From an optimization exercise on the open Yosys and OpenROAD flow, aimed at small area; shortcuts taken in it are not production practice.
Where RTL was checked, it was by simulation tests only, not by an equivalence proof against the original.

## run a
// decode_stage_p
module decode_stage_p #(
    parameter int XLEN  = 32,
    parameter int NREG  = 32,
    parameter int CNT_W = 16
) (
    input  logic             clk,
    input  logic             rst,
    input  logic             in_valid,
    input  logic [31:0]      instr,
    input  logic [XLEN-1:0]  pc_plus4,
    input  logic             wb_we,
    input  logic [4:0]       wb_addr,
    input  logic [XLEN-1:0]  wb_data,
    input  logic             ex_memread,
    input  logic             ex_regwrite,
    input  logic [4:0]       ex_dst,
    input  logic             mem_memread,
    input  logic             mem_regwrite,
    input  logic [4:0]       mem_dst,
    input  logic [XLEN-1:0]  mem_alu,
    output logic             pc_write,
    output logic             ifid_write,
    output logic             ifid_flush,
    output logic             pc_src,
    output logic [XLEN-1:0]  branch_target,
    output logic             illegal_op,
    output logic [CNT_W-1:0] stall_cnt,
    output logic [CNT_W-1:0] flush_cnt,
    output logic             idex_valid,
    output logic [3:0]       idex_ex,
    output logic [2:0]       idex_m,
    output logic [1:0]       idex_wb,
    output logic [4:0]       idex_rs,
    output logic [4:0]       idex_rt,
    output logic [4:0]       idex_rd,
    output logic [XLEN-1:0]  idex_imm,
    output logic [XLEN-1:0]  idex_d1,
    output logic [XLEN-1:0]  idex_d2,
    output logic [XLEN-1:0]  idex_pc4
);
    logic [5:0] op;
    logic [4:0] rs, rt;
    assign op = instr[31:26];
    assign rs = instr[25:21];
    assign rt = instr[20:16];
    logic c_r, c_lw, c_sw, c_addi, c_br, illegal_dec, uses_rt, is_beq;
    assign c_r    = (op == 6'h00);
    assign c_lw   = (op == 6'h23);
    assign c_sw   = (op == 6'h2B);
    assign c_addi = (op == 6'h08);
    assign c_br   = (op[5:1] == 5'b00010);
    assign is_beq = !op[0];
    assign illegal_dec = !(c_r || c_lw || c_sw || c_addi || c_br);
    assign uses_rt = c_r || c_sw || c_br;
    logic [XLEN-1:0] rf [1:NREG-1];
    logic [NREG-1:1] rvalid;
    logic [3:0] wwe_hi;
    logic [7:0] wlo;
    always_comb begin
        for (int k = 0; k < 4; k++) wwe_hi[k] = wb_we && (wb_addr[4:3] == k[1:0]);
  ...
Size in the first run: about 3200 cells after synthesis, about 1200 flip-flops, roughly 0.050 mm2 of cells after synthesis.
Settings: LEC_CHECK=0, CAP_MARGIN=5, CORE_MARGIN=2, CORE_UTILIZATION=60, GPL_TIMING_DRIVEN=1, SETUP_SLACK_MARGIN=0.4, SLEW_MARGIN=5, SYNTH_HIERARCHICAL=1, SYNTH_MINIMUM_KEEP_SIZE=0; clock period 8.0 ns.
standard.sh (not shown) runs the stock make flow with config.mk's settings and CLKGATE_MAP_FILE= SYNTH_SCRIPT=/design/flow/synth_recipe.tcl, a recipe that flattens the netlist after the stock synthesis.
==> flow/flow/run.sh <==
#!/bin/bash
# Layout flow: the standard flow (standard.sh, unchanged synthesis), with
# three changes to how the layout is made:
# - the input and output port buffers use the smallest buffer cell
#   (sky130_fd_sc_hd__buf_1) instead of the one buffer_ports picks by itself;
#   repair still upsizes any of them that timing or slew needs;
# - timing-driven global placement keeps none of the trial buffering and
#   resizing it does to weight the nets (GPL_KEEP_OVERFLOW=0); the usual
#   repair steps after placement, CTS and global routing still run;
# - clock tree synthesis clusters up to 25 sinks within 100 um per leaf
#   buffer and inserts no dummy loads.
# Each step's full output goes to its own log in this folder; ORFS's per-stage
# logs stay under orfs/logs/.
set -euo pipefail
bash standard.sh synth > synth.log 2>&1
bash standard.sh \
  "BUFFER_PORTS_ARGS=-buffer_cell sky130_fd_sc_hd__buf_1" \
  "GPL_KEEP_OVERFLOW=0" \
  "CTS_ARGS=-sink_clustering_enable -repair_clock_nets -sink_clustering_size 25 -sink_clustering_max_diameter 100 -dont_use_dummy_load" \
  finish > layout.log 2>&1
Input-level comparison between run b and run a:
diff --git a/flow/design.v b/flow/design.v
--- a/flow/design.v
+++ b/flow/design.v
@@ -46,47 +46,36 @@
     logic c_r, c_lw, c_sw, c_addi, c_br, illegal_dec, uses_rt, is_beq;
     assign c_r    = (op == 6'h00);
     assign c_lw   = (op == 6'h23);
     assign c_sw   = (op == 6'h2B);
     assign c_addi = (op == 6'h08);
     assign c_br   = (op[5:1] == 5'b00010);
     assign is_beq = !op[0];
     assign illegal_dec = !(c_r || c_lw || c_sw || c_addi || c_br);
     assign uses_rt = c_r || c_sw || c_br;
     logic [XLEN-1:0] rf [1:NREG-1];
     logic [NREG-1:1] rvalid;
-    logic [3:0] wwe_hi;
-    logic [7:0] wlo;
-    always_comb begin
-        for (int k = 0; k < 4; k++) wwe_hi[k] = wb_we && (wb_addr[4:3] == k[1:0]);
-        for (int k = 0; k < 8; k++) wlo[k] = (wb_addr[2:0] == k[2:0]);
-    end
-    logic [NREG-1:1] wsel_lo, wsel_hi;
-    for (genvar i = 1; i < NREG; i++) begin : g_wsel
-        decode_stage_and2 u_wl (.a(wwe_hi[i/8]), .b(wlo[i%8]), .y(wsel_lo[i]));
-        decode_stage_and2 u_wh (.a(wwe_hi[i/8]), .b(wlo[i%8]), .y(wsel_hi[i]));
-    end
+    logic [NREG-1:1] wsel;
+    always_comb
+        for (int i = 1; i < NREG; i++) wsel[i] = wb_we && (wb_addr == i[4:0]);
     always_ff @(posedge clk or negedge rst) begin
         if (!rst) rvalid <= '0;
-        else      rvalid <= rvalid | wsel_lo;
+        else      rvalid <= rvalid | wsel;
     end
     always_ff @(posedge clk)
-        for (int i = 1; i < NREG; i++) begin
-            if (wsel_lo[i]) rf[i][15:0]  <= wb_data[15:0];
-            if (wsel_hi[i]) rf[i][31:16] <= wb_data[31:16];
-        end
+        for (int i = 1; i < NREG; i++)
+            if (wsel[i]) rf[i] <= wb_data;
     logic [XLEN-1:0] rd1, rd2;
     logic [NREG-1:1] ren;
-    for (genvar i = 1; i < NREG; i++) begin : g_ren
-        decode_stage_ren u_ren (.v(rvalid[i]), .a(wwe_hi[i/8]), .b(wlo[i%8]), .y(ren[i]));
-    end
+    always_comb
+        for (int i = 1; i < NREG; i++) ren[i] = rvalid[i] && !wsel[i];
     logic [3:0] hi1, hi2;
     logic [7:0] lo1, lo2;
     logic       aeq1, aeq2;
     always_comb begin
         for (int k = 0; k < 4; k++) begin
             hi1[k] = (rs[4:3] == k[1:0]);
             hi2[k] = (rt[4:3] == k[1:0]);
         end
         for (int k = 0; k < 8; k++) begin
             lo1[k] = (rs[2:0] == k[2:0]);
             lo2[k] = (rt[2:0] == k[2:0]);
@@ -210,17 +199,11 @@
     input  logic a, b,
     output logic y
 );
     assign y = a & b;
 endmodule
 module decode_stage_nand11 (
     input  logic [10:0] a,
     output logic        y
 );
     assign y = !(&a);
 endmodule
-module decode_stage_ren (
-    input  logic v, a, b,
-    output logic y
-);
-    assign y = v & !(a & b);
-endmodule
Re violation count after the first detailed-route iteration: run a was higher than run b. Looking at slowest library cell on the worst path, the sky130_fd_sc_hd__or3_4 result is from run a; the sky130_fd_sc_hd__and3_1 one comes from run b. Cmp run b and run a / die area / higher: run a. The final reports for run b and run a show highest fanout seen on the critical path higher in the former. Taking run a as the reference, in run b die extent in y level; utilization moved down; number of diodes added for antenna fixing level; total wire length after detailed routing moved up. | buffers plus inverters on the worst setup path | higher: run a |. Proportion of cell area occupied by registers on run b is up relative to run a. Going from run a to run b, post-route minimum period grows by 0.13 ns. Diff run a -> run b: final instance area moved down; wire length of the first global-routing pass saw an increase; signed area change from the synthesized netlist to the final layout has decreased; number of placed cells counting well taps shrank by 0.50%.
The RTL of run a was laid out without a check of its function.

==> re-timing with driven ports <==
In the flow no input, the clock included, has a driving cell. The finished layouts below were timed again as built, in two steps. Step 1 assumes that a clkbuf_16 drives the clock port and a buf_2 every other input. Step 2 times the ports against the registers' clock, not the clock port: input delays grow and output delays shrink by t, the midpoint of the rising clock arrivals with the driver on. Three values: ideal, step 1, step 2; two values: the first two.
run	shift t [ns]	setup slack, ns	worst setup path at the end
run a	0.720	0.283 / 0.149 / 0.149	input to output
run b	0.731	0.158 / 0.136 / 0.136	input to output
After both steps every run listed still meets setup and hold. The setup slack of run a, which loses most, moves by -0.134 ns with the drivers and by -0.134 ns with both steps.
